This design comes from an exercise in tuning for small area and a short achievable clock period on the open sky130 flow, not from production work.
RTL that was checked went through simulation tests only; none was proved equivalent to the original.
Power and IR drop assume default switching activity.

==> 08-19 <==
==> flow/design.v <==
module inst_mem_responder #(
    parameter int WORD_SIZE = 16,
    parameter int ADDR_BITS = 8,
    parameter int LATENCY   = 2     
) (
    input  logic                   clk,
    input  logic                   reset_n,
    input  logic                   readM,
    input  logic [WORD_SIZE-1:0]   address,
    output logic [WORD_SIZE-1:0]   data,
    output logic                   inputReady,
    output logic                   busy,
    input  logic                   load_en,
    input  logic [ADDR_BITS-1:0]   load_addr,
    input  logic [WORD_SIZE-1:0]   load_data,
    output logic [WORD_SIZE-1:0]   req_count
);
    localparam int         DEPTH  = 1 << ADDR_BITS;
    localparam logic [3:0] LAT_M1 = 4'(LATENCY - 1);
    typedef enum logic [1:0] {IDLE, WAIT, RESP} state_t;
    state_t               state_q;
    logic [3:0]           cnt_q;
    logic [ADDR_BITS-1:0] idx_q;
    logic [WORD_SIZE-1:0] data_q;
    logic                 ready_q;
    logic                 busy_q;
    logic [WORD_SIZE-1:0] count_q;
    logic [WORD_SIZE-1:0] mem_q [DEPTH];
    logic [ADDR_BITS-1:0] req_idx;
    logic                 accept;
    logic                 do_load;
    logic                 unused_addr_hi;
    assign req_idx        = address[ADDR_BITS-1:0];
    assign unused_addr_hi = ^address[WORD_SIZE-1:ADDR_BITS];
    assign do_load = (state_q == IDLE) && load_en;
    assign accept  = (state_q == IDLE) && readM && !load_en;
    always_ff @(posedge clk) begin
        if (do_load) mem_q[load_addr] <= load_data;
    end
    always_ff @(posedge clk or negedge reset_n) begin
        if (!reset_n) begin
            state_q <= IDLE;
            cnt_q   <= '0;
            idx_q   <= '0;
            data_q  <= '0;
            ready_q <= 1'b0;
            busy_q  <= 1'b0;
            count_q <= '0;
        end else begin
            case (state_q)
                IDLE: begin
                    ready_q <= 1'b0;
                    if (accept) begin
                        idx_q  <= req_idx;
                        cnt_q  <= LAT_M1;
                        busy_q <= 1'b1;
                        if (LATENCY == 1) begin
                            state_q <= RESP;
                            ready_q <= 1'b1;
                            data_q  <= mem_q[req_idx];
                        end else begin
                            state_q <= WAIT;
                        end
                    end
                end
                WAIT: begin
                    cnt_q <= cnt_q - 4'd1;
                    if (cnt_q == 4'd1) begin
                        state_q <= RESP;
                        ready_q <= 1'b1;
                        data_q  <= mem_q[idx_q];
                    end
                end
                RESP: begin
                    state_q <= IDLE;
                    ready_q <= 1'b0;
                    busy_q  <= 1'b0;
                    count_q <= count_q + 1'b1;
                end
                default: begin
                    state_q <= IDLE;
                    ready_q <= 1'b0;
                    busy_q  <= 1'b0;
                end
            endcase
        end
    end
    assign data       = data_q;
    assign inputReady = ready_q;
    assign busy       = busy_q;
    assign req_count  = count_q;
endmodule
==> flow/run.sh <==
#!/bin/bash
# synth_recipe.tcl (not shown) runs the flow's synth.tcl, then flattens the netlist and writes it again
# the make line also repeats each setting of config.mk as NAME=value (left out here)
make -C /OpenROAD-flow-scripts/flow DESIGN_CONFIG=/design/flow/config.mk WORK_HOME=/design/flow/orfs CLKGATE_MAP_FILE= SYNTH_SCRIPT=/design/flow/synth_recipe.tcl finish
==> flow/config.mk <==
export PLATFORM = sky130hd
export DESIGN_NAME = inst_mem_responder
export DESIGN_NICKNAME = inst_mem_responder
export VERILOG_FILES = /design/flow/design.v
export SDC_FILE = /design/flow/constraint.sdc
export NUM_CORES = 4
export LEC_CHECK = 0
export CAP_MARGIN = 20
export CORE_MARGIN = 2
export CORE_UTILIZATION = 30
export SLEW_MARGIN = 20
==> flow/constraint.sdc <==
create_clock -name core_clock -period 5.5 [get_ports {clk}]
set_input_delay 1.1000 -clock core_clock [delete_from_list [all_inputs] [get_ports {clk}]]
set_output_delay 1.1000 -clock core_clock [all_outputs]
set_load 0.01 [all_outputs]
==> inputs of 06-03, as changes to 08-19 <==
==> flow/design.v (replaced) <==
module inst_mem_responder #(
    parameter int WORD_SIZE = 16,
    parameter int ADDR_BITS = 8,
    parameter int LATENCY   = 2
) (
    input  logic                   clk,
    input  logic                   reset_n,
    input  logic                   readM,
    input  logic [WORD_SIZE-1:0]   address,
    output logic [WORD_SIZE-1:0]   data,
    output logic                   inputReady,
    output logic                   busy,
    input  logic                   load_en,
    input  logic [ADDR_BITS-1:0]   load_addr,
    input  logic [WORD_SIZE-1:0]   load_data,
    output logic [WORD_SIZE-1:0]   req_count
);
    localparam int DEPTH = 1 << ADDR_BITS;
    localparam int LO    = ADDR_BITS / 2;
    localparam int HI    = ADDR_BITS - LO;
    logic                 busy_q;
    logic                 ready_q;
    logic [WORD_SIZE-1:0] count_q;
    logic [WORD_SIZE-1:0] data_q;
    logic [(1<<HI)-1:0]   hr_q;
    logic [(1<<HI)-1:0]   hw_q;
    logic [(1<<LO)-1:0]   lr_q;
    logic [(1<<LO)-1:0]   lw_q;
    logic [(1<<LO)-1:0]   lo_dec;
    logic [WORD_SIZE-1:0] wdata_q;
    logic                 idle;
    logic                 wr_next;
    logic                 rd_next;
    logic [ADDR_BITS-1:0] a_next;
    logic [(1<<HI)-1:0]   hi_dec;
    logic [DEPTH-1:0]     sel_n;
    logic [DEPTH-1:0]     we;
    logic [DEPTH-1:0]     wen;
    logic [WORD_SIZE-1:0] rd;
    logic [WORD_SIZE-1:0] word_q [DEPTH];
    assign idle    = !busy_q;
    assign wr_next = idle && load_en;
    assign rd_next = idle && readM && !load_en;
    assign a_next  = load_en ? load_addr : address[ADDR_BITS-1:0];
    assign hi_dec  = (1 << HI)'(1) << a_next[ADDR_BITS-1:LO];
    assign lo_dec  = (1 << LO)'(1) << a_next[LO-1:0];
    always_ff @(posedge clk) begin
        hr_q    <= hi_dec;
        hw_q    <= wr_next ? hi_dec : '0;
        lr_q    <= rd_next ? lo_dec : '0;
        lw_q    <= lo_dec;
        wdata_q <= load_data;
        data_q  <= rd;
    end
    for (genvar w = 0; w < DEPTH; w++) begin : g_word
        logic [WORD_SIZE-1:0] nxt;
        imr_nand2 u_sel (.a(hr_q[w >> LO]), .b(lr_q[w % (1 << LO)]), .y(sel_n[w]));
        imr_nand2 u_wen (.a(hw_q[w >> LO]), .b(lw_q[w % (1 << LO)]), .y(wen[w]));
        imr_inv   u_we  (.a(wen[w]), .y(we[w]));
        for (genvar b = 0; b < WORD_SIZE; b++) begin : g_bit
            imr_hold u_hold (
                .we(we[w]), .wen(wen[w]), .d(wdata_q[b]), .q(word_q[w][b]),
                .y(nxt[b])
            );
        end
        always_ff @(posedge clk) word_q[w] <= nxt;
    end
    for (genvar b = 0; b < WORD_SIZE; b++) begin : g_rd
        logic [127:0] l1;    
        logic [63:0]  l2;    
        logic [15:0]  l3;    
        logic [7:0]   l4;    
        logic [1:0]   l5;    
        for (genvar i = 0; i < 128; i++) begin : g_l1
            imr_o22n u (
                .a0(sel_n[2*i]), .b0(word_q[2*i][b]),
                .a1(sel_n[2*i+1]), .b1(word_q[2*i+1][b]),
                .y(l1[i])
            );
        end
        for (genvar i = 0; i < 64; i++) begin : g_l2
            imr_nor2 u (.a(l1[2*i]), .b(l1[2*i+1]), .y(l2[i]));
        end
        for (genvar i = 0; i < 16; i++) begin : g_l3
            imr_nand4 u (.a(l2[4*i +: 4]), .y(l3[i]));
        end
        for (genvar i = 0; i < 8; i++) begin : g_l4
            imr_nor2 u (.a(l3[2*i]), .b(l3[2*i+1]), .y(l4[i]));
        end
        for (genvar i = 0; i < 2; i++) begin : g_l5
            imr_nand4 u (.a(l4[4*i +: 4]), .y(l5[i]));
        end
        imr_nor2 u_l6 (.a(l5[0]), .b(l5[1]), .y(rd[b]));
    end
    always_ff @(posedge clk or negedge reset_n) begin
        if (!reset_n) begin
            busy_q  <= 1'b0;
            ready_q <= 1'b0;
            count_q <= '0;
        end else begin
            busy_q  <= idle ? rd_next : !ready_q;
            ready_q <= busy_q && !ready_q;
            if (ready_q) count_q <= count_q + 1'b1;
        end
    end
    assign data       = data_q;
    assign inputReady = ready_q;
    assign busy       = busy_q;
    assign req_count  = count_q;
endmodule
module imr_nand2 (
    input  logic a,
    input  logic b,
    output logic y
);
    assign y = !(a && b);
endmodule
module imr_inv (
    input  logic a,
    output logic y
);
    assign y = !a;
endmodule
module imr_hold (
    input  logic we,
    input  logic wen,
    input  logic d,
    input  logic q,
    output logic y
);
    assign y = (we && d) || (wen && q);
endmodule
module imr_o22n (
    input  logic a0,
    input  logic b0,
    input  logic a1,
    input  logic b1,
    output logic y
);
    assign y = !((a0 || b0) && (a1 || b1));
endmodule
module imr_nand4 (
    input  logic [3:0] a,
    output logic       y
);
    assign y = !(&a);
endmodule
module imr_nor2 (
    input  logic a,
    input  logic b,
    output logic y
);
    assign y = !(a || b);
endmodule
--- a/flow/config.mk
+++ b/flow/config.mk
@@ -9,3 +9,8 @@
 export CORE_MARGIN = 2
-export CORE_UTILIZATION = 30
+export CORE_UTILIZATION = 55
+export CTS_CLUSTER_DIAMETER = 60
+export CTS_CLUSTER_SIZE = 30
+export SETUP_SLACK_MARGIN = 3.1
 export SLEW_MARGIN = 20
+export SYNTH_HIERARCHICAL = 1
+export SYNTH_MINIMUM_KEEP_SIZE = 0
==> comparison <==
06-03 passed the timing, design-rule and antenna checks. 08-19 finished with timing, DRC and antenna clean. In 06-03 the power is smaller than in 08-19, by about 33%. In 06-03 the fmax is higher than in 08-19, by 79%. In 08-19 the worst hold slack is worse than in 06-03, by 0.19 ns. In 08-19 the core utilization is lower than in 06-03, by 30 points. Of 08-19 and 06-03, 08-19 has the higher clock skew (gap 0.0038 ns). Between 08-19 and 06-03, the lower critical path depth is in 06-03 (gap 1). Against 08-19, the synthesized cell count of 06-03 is higher by 70%. In 08-19 the sequential share of layout area is higher than in 06-03, by 16 points. Between 06-03 and 08-19, the lower cell count is in 08-19 (gap 10%, measured against 08-19). Between 08-19 and 06-03, the lower die area is in 06-03 (gap about 100%, measured against 06-03).
==> figures <==
quantity                                                                     06-03                      08-19
Number of buffers added by the clock tree synthesis step                       242                        420
Worst Reg-to-Reg Cells                                                           8                          9
Average size of a mapped cell                                            11.2 um^2                  21.4 um^2
Worst hold margin                                                         0.474 ns                   0.280 ns
Final std cells w/o fill                                                     17100                      15500
Status                                                              finished clean             finished clean
Count of nets after finishing                                                13600                       8206
Synthesized flop and latch total                                              4210                       4144
Dominant cell by count in the synthesized netlist         sky130_fd_sc_hd__dfxtp_1  sky130_fd_sc_hd__edfxtp_1
Top-area cell type share of the netlist area                                 0.586                      0.766
Maximum resistive drop on vdd                                               357 uV                     307 uV
Std cell rows                                                                  187                        268
Tap cell count                                                                3402                       7020
Number of enable flip-flop cells after synthesis                                 0                       4096
Worst-case clock skew                                                    0.0579 ns                  0.0617 ns
Post-layout util                                                             0.646                      0.349
Die span in x                                                               514 um                     736 um
Number of gates resized after CTS                                             1246                          0
Combinational-cell power consumption                                     0.00313 W                   0.0244 W
Sequential-to-total area share from yosys stat                               0.590                      0.773
Final WL                                                                 539000 um                  464000 um

========
==> branch yarrow: inputs <==
Another version of the RTL of inst_mem_responder (not shown whole).
==> module inst_mem_responder, before the edit <==
module inst_mem_responder #(
    parameter int WORD_SIZE = 16,
    parameter int ADDR_BITS = 8,
    parameter int LATENCY   = 2
) (
    input  logic                   clk,
    input  logic                   reset_n,
    input  logic                   readM,
    input  logic [WORD_SIZE-1:0]   address,
    output logic [WORD_SIZE-1:0]   data,
    output logic                   inputReady,
    output logic                   busy,
    input  logic                   load_en,
    input  logic [ADDR_BITS-1:0]   load_addr,
    input  logic [WORD_SIZE-1:0]   load_data,
    output logic [WORD_SIZE-1:0]   req_count
);
    localparam int DEPTH = 1 << ADDR_BITS;
    localparam int LO    = ADDR_BITS / 2;
    localparam int HI    = ADDR_BITS - LO;
    logic                 busy_q;
    logic                 idle_q;
    logic                 ready_q;
    logic [WORD_SIZE-1:0] count_q;
    logic [1:0]           half_q [WORD_SIZE];
    logic [(1<<HI)-1:0]   hr_q;
    logic [(1<<HI)-1:0]   hw_q;
    logic [(1<<LO)-1:0]   lr_q [2];
    logic [(1<<LO)-1:0]   lw_q [2];
    logic [(1<<LO)-1:0]   lo_dec;
    logic [WORD_SIZE-1:0] wdata_q;
    logic                 idle;
    logic                 wr_next;
    logic                 rd_next;
    logic [ADDR_BITS-1:0] a_next;
    logic [(1<<HI)-1:0]   hi_dec;
    logic [DEPTH-1:0]     sel_n;
    logic [DEPTH-1:0]     we;
    logic [DEPTH-1:0]     wen;
    logic [WORD_SIZE-1:0] word_q [DEPTH];
    assign idle    = idle_q;
    assign wr_next = idle && load_en;
    assign rd_next = idle && readM && !load_en;
    assign a_next  = load_en ? load_addr : address[ADDR_BITS-1:0];
    assign hi_dec  = (1 << HI)'(1) << a_next[ADDR_BITS-1:LO];
    assign lo_dec  = (1 << LO)'(1) << a_next[LO-1:0];
    always_ff @(posedge clk) begin
        hr_q    <= hi_dec;
        hw_q    <= wr_next ? hi_dec : '0;
        lr_q[0] <= (rd_next && !a_next[ADDR_BITS-1]) ? lo_dec : '0;
        lr_q[1] <= (rd_next &&  a_next[ADDR_BITS-1]) ? lo_dec : '0;
        lw_q[0] <= !a_next[ADDR_BITS-1] ? lo_dec : '0;
        lw_q[1] <=  a_next[ADDR_BITS-1] ? lo_dec : '0;
        wdata_q <= load_data;
    end
    for (genvar w = 0; w < DEPTH; w++) begin : g_word
        logic [WORD_SIZE-1:0] nxt;
        imr_nand2 u_sel (.a(hr_q[w >> LO]), .b(lr_q[w >> (ADDR_BITS-1)][w % (1 << LO)]),
                           .y(sel_n[w]));
        imr_nand2 u_wen (.a(hw_q[w >> LO]), .b(lw_q[w >> (ADDR_BITS-1)][w % (1 << LO)]),
                           .y(wen[w]));
        imr_inv   u_we  (.a(wen[w]), .y(we[w]));
        for (genvar b = 0; b < WORD_SIZE; b++) begin : g_bit
            imr_hold u_hold (
                .we(we[w]), .wen(wen[w]), .d(wdata_q[b]), .q(word_q[w][b]),
                .y(nxt[b])
            );
        end
        always_ff @(posedge clk) word_q[w] <= nxt;
    end
    for (genvar b = 0; b < WORD_SIZE; b++) begin : g_rd
        logic [127:0] l1;    
        logic [63:0]  l2;    
        logic [15:0]  l3;    
        logic [7:0]   l4;    
        logic [1:0]   l5;    
        for (genvar i = 0; i < 128; i++) begin : g_l1
            imr_o22n u (
                .a0(sel_n[2*i]), .b0(word_q[2*i][b]),
                .a1(sel_n[2*i+1]), .b1(word_q[2*i+1][b]),
                .y(l1[i])
            );
        end
        for (genvar i = 0; i < 64; i++) begin : g_l2
            imr_nor2 u (.a(l1[2*i]), .b(l1[2*i+1]), .y(l2[i]));
        end
        for (genvar i = 0; i < 16; i++) begin : g_l3
            imr_nand4 u (.a(l2[4*i +: 4]), .y(l3[i]));
        end
        for (genvar i = 0; i < 8; i++) begin : g_l4
            imr_nor2 u (.a(l3[2*i]), .b(l3[2*i+1]), .y(l4[i]));
        end
        for (genvar i = 0; i < 2; i++) begin : g_l5
            imr_nand4 u (.a(l4[4*i +: 4]), .y(l5[i]));
        end
        always_ff @(posedge clk) half_q[b] <= l5;
        imr_nor2 u_l6 (.a(half_q[b][0]), .b(half_q[b][1]), .y(data[b]));
    end
    always_ff @(posedge clk or negedge reset_n) begin
        if (!reset_n) begin
            busy_q  <= 1'b0;
            idle_q  <= 1'b1;
            ready_q <= 1'b0;
            count_q <= '0;
        end else begin
            busy_q  <= idle ? rd_next : !ready_q;
            idle_q  <= idle ? !rd_next : ready_q;
            ready_q <= busy_q && !ready_q;
            if (ready_q) count_q <= count_q + 1'b1;
        end
    end
    assign inputReady = ready_q;
    assign busy       = busy_q;
    assign req_count  = count_q;
endmodule
==> flow/config.mk <==
export PLATFORM = sky130hd
export DESIGN_NAME = inst_mem_responder
export DESIGN_NICKNAME = inst_mem_responder
export VERILOG_FILES = /design/flow/design.v
export SDC_FILE = /design/flow/constraint.sdc
export NUM_CORES = 4
export LEC_CHECK = 0
export CAP_MARGIN = 10
export CORE_MARGIN = 2
export CORE_UTILIZATION = 60
export CTS_CLUSTER_DIAMETER = 100
export CTS_CLUSTER_SIZE = 26
export SETUP_SLACK_MARGIN = 3.0
export SLEW_MARGIN = 10
export SYNTH_HIERARCHICAL = 1
export SYNTH_MINIMUM_KEEP_SIZE = 0
==> flow/constraint.sdc <==
create_clock -name core_clock -period 5.5 [get_ports {clk}]
set_input_delay 1.1000 -clock core_clock [delete_from_list [all_inputs] [get_ports {clk}]]
set_output_delay 1.1000 -clock core_clock [all_outputs]
set_load 0.01 [all_outputs]
run.sh (not shown) runs the stock make flow with config.mk's settings and CLKGATE_MAP_FILE= SYNTH_SCRIPT=/design/flow/synth_recipe.tcl, a recipe that flattens the netlist after the stock synthesis.
==> branch sierra (differences from branch yarrow) <==
--- a/flow/design.v
+++ b/flow/design.v
@@ -20,12 +20,11 @@
     localparam int HI    = ADDR_BITS - LO;
     logic                 busy_q;
-    logic                 idle_q;
     logic                 ready_q;
     logic [WORD_SIZE-1:0] count_q;
-    logic [1:0]           half_q [WORD_SIZE];
+    logic [WORD_SIZE-1:0] data_q;
     logic [(1<<HI)-1:0]   hr_q;
     logic [(1<<HI)-1:0]   hw_q;
-    logic [(1<<LO)-1:0]   lr_q [2];
-    logic [(1<<LO)-1:0]   lw_q [2];
+    logic [(1<<LO)-1:0]   lr_q;
+    logic [(1<<LO)-1:0]   lw_q;
     logic [(1<<LO)-1:0]   lo_dec;
     logic [WORD_SIZE-1:0] wdata_q;
@@ -38,6 +37,7 @@
     logic [DEPTH-1:0]     we;
     logic [DEPTH-1:0]     wen;
+    logic [WORD_SIZE-1:0] rd;
     logic [WORD_SIZE-1:0] word_q [DEPTH];
-    assign idle    = idle_q;
+    assign idle    = !busy_q;
     assign wr_next = idle && load_en;
     assign rd_next = idle && readM && !load_en;
@@ -48,16 +48,13 @@
         hr_q    <= hi_dec;
         hw_q    <= wr_next ? hi_dec : '0;
-        lr_q[0] <= (rd_next && !a_next[ADDR_BITS-1]) ? lo_dec : '0;
-        lr_q[1] <= (rd_next &&  a_next[ADDR_BITS-1]) ? lo_dec : '0;
-        lw_q[0] <= !a_next[ADDR_BITS-1] ? lo_dec : '0;
-        lw_q[1] <=  a_next[ADDR_BITS-1] ? lo_dec : '0;
+        lr_q    <= rd_next ? lo_dec : '0;
+        lw_q    <= lo_dec;
         wdata_q <= load_data;
+        data_q  <= rd;
     end
     for (genvar w = 0; w < DEPTH; w++) begin : g_word
         logic [WORD_SIZE-1:0] nxt;
-        imr_nand2 u_sel (.a(hr_q[w >> LO]), .b(lr_q[w >> (ADDR_BITS-1)][w % (1 << LO)]),
-                           .y(sel_n[w]));
-        imr_nand2 u_wen (.a(hw_q[w >> LO]), .b(lw_q[w >> (ADDR_BITS-1)][w % (1 << LO)]),
-                           .y(wen[w]));
+        imr_nand2 u_sel (.a(hr_q[w >> LO]), .b(lr_q[w % (1 << LO)]), .y(sel_n[w]));
+        imr_nand2 u_wen (.a(hw_q[w >> LO]), .b(lw_q[w % (1 << LO)]), .y(wen[w]));
         imr_inv   u_we  (.a(wen[w]), .y(we[w]));
         for (genvar b = 0; b < WORD_SIZE; b++) begin : g_bit
@@ -94,20 +91,18 @@
             imr_nand4 u (.a(l4[4*i +: 4]), .y(l5[i]));
         end
-        always_ff @(posedge clk) half_q[b] <= l5;
-        imr_nor2 u_l6 (.a(half_q[b][0]), .b(half_q[b][1]), .y(data[b]));
+        imr_nor2 u_l6 (.a(l5[0]), .b(l5[1]), .y(rd[b]));
     end
     always_ff @(posedge clk or negedge reset_n) begin
         if (!reset_n) begin
             busy_q  <= 1'b0;
-            idle_q  <= 1'b1;
             ready_q <= 1'b0;
             count_q <= '0;
         end else begin
             busy_q  <= idle ? rd_next : !ready_q;
-            idle_q  <= idle ? !rd_next : ready_q;
             ready_q <= busy_q && !ready_q;
             if (ready_q) count_q <= count_q + 1'b1;
         end
     end
+    assign data       = data_q;
     assign inputReady = ready_q;
     assign busy       = busy_q;
Settings changed: CAP_MARGIN 10 to 20, CORE_UTILIZATION 60 to 62, CTS_CLUSTER_DIAMETER 100 to 50, CTS_CLUSTER_SIZE 26 to 24, SETUP_SLACK_MARGIN 3.0 to 3.3, SLEW_MARGIN 10 to 20.
==> branch juniper (differences from branch yarrow) <==
--- a/flow/design.v
+++ b/flow/design.v
@@ -23,5 +23,5 @@
     logic                 ready_q;
     logic [WORD_SIZE-1:0] count_q;
-    logic [1:0]           half_q [WORD_SIZE];
+    logic [WORD_SIZE-1:0] data_q;
     logic [(1<<HI)-1:0]   hr_q;
     logic [(1<<HI)-1:0]   hw_q;
@@ -38,4 +38,5 @@
     logic [DEPTH-1:0]     we;
     logic [DEPTH-1:0]     wen;
+    logic [WORD_SIZE-1:0] rd;
     logic [WORD_SIZE-1:0] word_q [DEPTH];
     assign idle    = idle_q;
@@ -53,4 +54,5 @@
         lw_q[1] <=  a_next[ADDR_BITS-1] ? lo_dec : '0;
         wdata_q <= load_data;
+        data_q  <= rd;
     end
     for (genvar w = 0; w < DEPTH; w++) begin : g_word
@@ -94,6 +96,5 @@
             imr_nand4 u (.a(l4[4*i +: 4]), .y(l5[i]));
         end
-        always_ff @(posedge clk) half_q[b] <= l5;
-        imr_nor2 u_l6 (.a(half_q[b][0]), .b(half_q[b][1]), .y(data[b]));
+        imr_nor2 u_l6 (.a(l5[0]), .b(l5[1]), .y(rd[b]));
     end
     always_ff @(posedge clk or negedge reset_n) begin
@@ -110,4 +111,5 @@
         end
     end
+    assign data       = data_q;
     assign inputReady = ready_q;
     assign busy       = busy_q;
Settings changed: SETUP_SLACK_MARGIN 3.0 to 3.05.
==> run notes <==
Final period demand of the worst path: branch yarrow 2.77 ns; branch sierra 2.75 ns; branch juniper 2.60 ns
Total number of multi-input combinational cells: branch yarrow 8296; branch sierra 8279; branch juniper 8312
Status: branch yarrow timing/DRC/antenna clean; branch sierra timing/DRC/antenna clean; branch juniper timing/DRC/antenna clean
Filler cell count in the final layout: branch yarrow 18700; branch sierra 15800; branch juniper 18400
H-Tree Depth: branch yarrow 4; branch sierra 5; branch juniper 4
Utilization after layout: branch yarrow 65.1%; branch sierra 73.1%; branch juniper 66.5%
# resized after CTS: branch yarrow 432; branch sierra 1218; branch juniper 626
Clock insertion delay at the later pin of the skew report: branch yarrow 0.89 ns; branch sierra 0.98 ns; branch juniper 0.90 ns
Total area of multi-input combinational cells: branch yarrow 58800 µm²; branch sierra 61400 µm²; branch juniper 60200 µm²
Wire length of the first global-routing pass: branch yarrow 753000 µm; branch sierra 770000 µm; branch juniper 757000 µm
Highest net fanout along the worst path: branch yarrow 1; branch sierra 8; branch juniper 16
Simple-gate area share of the yosys netlist: branch yarrow 6.12%; branch sierra 6.07%; branch juniper 6.16%
Initial drt markers: branch yarrow 17200; branch sierra 17300; branch juniper 16600
Slew margin rel.: branch yarrow 14.1%; branch sierra 15.8%; branch juniper 5.58%
Total power: branch yarrow 50.0 mW; branch sierra 62.5 mW; branch juniper 50.0 mW
X dimension of the die: branch yarrow 495 µm; branch sierra 484 µm; branch juniper 494 µm
Levels on crit path: branch yarrow 2; branch sierra 11; branch juniper 7
Cell Rows: branch yarrow 180; branch sierra 176; branch juniper 179
Power in the clock group: branch yarrow 15.6 mW; branch sierra 26.0 mW; branch juniper 15.7 mW
Initial core utilization: branch yarrow 60.2%; branch sierra 62.3%; branch juniper 60.4%
The RTL of branch yarrow was laid out without a check of its function.

## what the ideal ports hide
Ports are ideal in the flow. The routed layouts listed here were re-timed in OpenROAD.
Step 1 sets driving cells, clkbuf_16 on the clock port and buf_2 on the other inputs (assumed; they add their load-dependent delay and slew).
Step 2 times the ports against the registers' clock, not the clock port: input delays grow and output delays shrink by t, the midpoint of the rising clock arrivals with the driver on.
Slacks: ideal ports / drivers / drivers and shift; pairs: ideal ports / drivers.
| run | t (ns) | setup WS [ns] | worst register clock-pin slew, ns |
|---|---|---|---|
| 08-19 | 1.092 | 0.530 / 0.530 / 0.530 | 0.07 / 0.07 |
| 06-03 | 1.046 | 2.727 / 2.640 / 2.189 | 0.12 / 0.12 |
| branch yarrow | 0.966 | 2.727 / 2.629 / 2.298 | 0.11 / 0.11 |
| branch sierra | 1.065 | 2.745 / 2.745 / 2.406 | 0.09 / 0.09 |
| branch juniper | 0.976 | 2.904 / 2.842 / 2.202 | 0.11 / 0.11 |
After both steps setup and hold are still met in every run listed. For branch juniper, which loses most, drivers alone change the setup slack by -0.062 ns; drivers and shift together by -0.702 ns.
